This design comes from an exercise in tuning for a short achievable clock period and few clock cycles per item on the open sky130 flow, not from production work.
In this exercise RTL edits were held to simulation tests only and were not proved equivalent to the original.

== the previous run ==
==> flow/design.v (excerpt) <==
module mul_share_arb #(
    parameter int WIDTH = fpu_pkg::WIDTH_DEFAULT
) (
    input  logic               clk,
    input  logic               rst,
    input  logic               req0_valid,
    output logic               req0_ready,
    input  logic [WIDTH-1:0]   req0_a,
    input  logic [WIDTH-1:0]   req0_b,
    output logic               rsp0_valid,
    input  logic               rsp0_ready,
    output logic [2*WIDTH-1:0] rsp0_prod,
    input  logic               req1_valid,
    output logic               req1_ready,
    input  logic [WIDTH-1:0]   req1_a,
    input  logic [WIDTH-1:0]   req1_b,
    output logic               rsp1_valid,
    input  logic               rsp1_ready,
    output logic [2*WIDTH-1:0] rsp1_prod,
    output logic               busy
);
Size in the first run: about 8200 cells after synthesis, about 0.082 mm² of cells after synthesis.
make LEC_CHECK=0 CAP_MARGIN=20 CORE_MARGIN=2 CORE_UTILIZATION=40 PLACE_DENSITY=0.8 SETUP_SLACK_MARGIN=5 SLEW_MARGIN=20 SYNTH_HIERARCHICAL=1 finish   # period 8.0 ns
run.sh (not shown) runs the stock make flow with config.mk's settings and CLKGATE_MAP_FILE= SYNTH_SCRIPT=/design/flow/synth_recipe.tcl, a recipe that flattens the netlist after the stock synthesis.
The previous run was carried through to the last stage, and its layout satisfied the timing, DRC and antenna checks.
Testbench counts of the previous run, summed over its fixed seeds: cycles 1,608, items 1,600.
Inputs modified between the previous run and the current run:
diff --git a/flow/config.mk b/flow/config.mk
--- a/flow/config.mk
+++ b/flow/config.mk
@@ -11 +10,0 @@
-export PLACE_DENSITY = 0.8
==> comparison <==
Diff the previous run -> the current run: sequential share of layout area about even, average detailed-routed wire length per instance fell 7.2%. For the critical path depth, the current run came in 2 higher than the previous run did. In the final reports, the cell area of the current run is larger than that of the previous run. Comparing the previous run with the current run, the share of final layout cell area taken by clock buffers and inverters came out essentially unchanged. Looking only at layout overhead on the synthesized area, and setting everything else aside, the lower value of the previous run and the current run goes to the previous run. Changes observed in the current run relative to the previous run: non-clock buffer count in the final layout went up about 6%, worst stage delay on the critical path went down 0.22 ns, clock latency on the worst-skew pair held.

---

pine:
Another version of the RTL of mul_share_arb (not shown whole).
For scale: about 8700 cells after synthesis, ~200 I/O pins, ~87000 sq um of cells after synthesis.
clock: 8.0 ns
lec_check: 0
cap_margin: 20
core_margin: 2
core_utilization: 40
setup_slack_margin: 5
slew_margin: 20
synth_hierarchical: 1
pine | status: complete | timing, DRC, antenna: pass
Testbench counts of pine, summed over its fixed seeds: cycles 1,608, items 1,600.
Here is what was changed in the inputs of birch compared with pine.
Settings: CORE_UTILIZATION now 60, was 40.
### Flow results
- birch went all the way through the flow, and no timing, DRC or antenna check failed.
- Launch point of the worst path: u_m1.rows_q[23] -> pine, u_m1.rows_q[69] -> birch
- Higher die area goes to pine over birch.
- Ratio of final minimum period to clock period is lower on pine
- Compared with pine, birch shows a lower number of global-route vias before repair.

---

mul_share_arb, a different RTL version from the one above (not shown whole).
Size: ~45000 um2 of cells after synthesis.
==> flow/config.mk <==
export PLATFORM = sky130hd
export DESIGN_NAME = mul_share_arb
export DESIGN_NICKNAME = mul_share_arb
export VERILOG_FILES = /design/flow/design.v
export SDC_FILE = /design/flow/constraint.sdc
export NUM_CORES = 4
export LEC_CHECK = 0
export CAP_MARGIN = 20
export CORE_MARGIN = 2
export CORE_UTILIZATION = 40
export SLEW_MARGIN = 20
==> flow/constraint.sdc <==
create_clock -name core_clock -period 8.0 [get_ports {clk}]
set_input_delay 1.6000 -clock core_clock [delete_from_list [all_inputs] [get_ports {clk}]]
set_output_delay 1.6000 -clock core_clock [all_outputs]
set_load 0.01 [all_outputs]
The first run completed without violations.
Testbench counts at the start, summed over its fixed seeds: cycles 1,608, items 1,600.
==> next run, changes <==
ABC_CLOCK_PERIOD_IN_PS = 3000   (was not set)
SETUP_SLACK_MARGIN = 5   (was not set)
What happened: Design area increases by 20%. Critical path depth decreases by 1. Routed wire length increases by 21%. Cell count increases by 8.1%. Synthesized area stays the same. Non-clock buffer count increases by 450. Fmax increases by 14%.

[separate check: timing with driven ports]
How much do the figures lean on ideal ports? The routed layouts below were timed once more, with nothing changed but the port constraints. Step 1, drivers: a clkbuf_16 drives clk and a buf_2 each remaining input, both assumed. Step 2 adds t to the input delays and takes it off the output delays; t is the mean of the earliest and latest rising clock arrival at the registers after step 1. Input paths then give back, and output paths get back, about the clock's delay inside the block. a / b / c = no drivers / after step 1 / after step 2; a / b = the first two.
| run | shift t [ns] | slack for setup (ns) | worst hold slack (ns) | cell pins on the clock port's net |
|---|---|---|---|---|
| the previous run | 0.631 | 3.243 / 3.288 / 2.657 | 0.656 / 0.656 / 0.656 | 1 |
| the current run | 0.617 | 3.484 / 3.414 / 2.830 | 0.622 / 0.622 / 0.622 | 1 |
| pine | 0.602 | 3.376 / 3.311 / 2.836 | 0.666 / 0.666 / 0.666 | 1 |
| birch | 0.613 | 3.320 / 3.249 / 2.872 | 0.680 / 0.680 / 0.680 | 1 |
| the first run of note 3 | 0.655 | 0.831 / 0.759 / 1.415 | 0.575 / 0.575 / 0.575 | 1 |
| the second run of note 3 | 0.649 | 1.698 / 1.639 / 2.289 | 0.583 / 0.583 / 0.583 | 1 |
After both steps setup and hold are still met in every run listed. For the current run, which loses most, drivers alone change the setup slack by -0.070 ns; drivers and shift together by -0.654 ns.
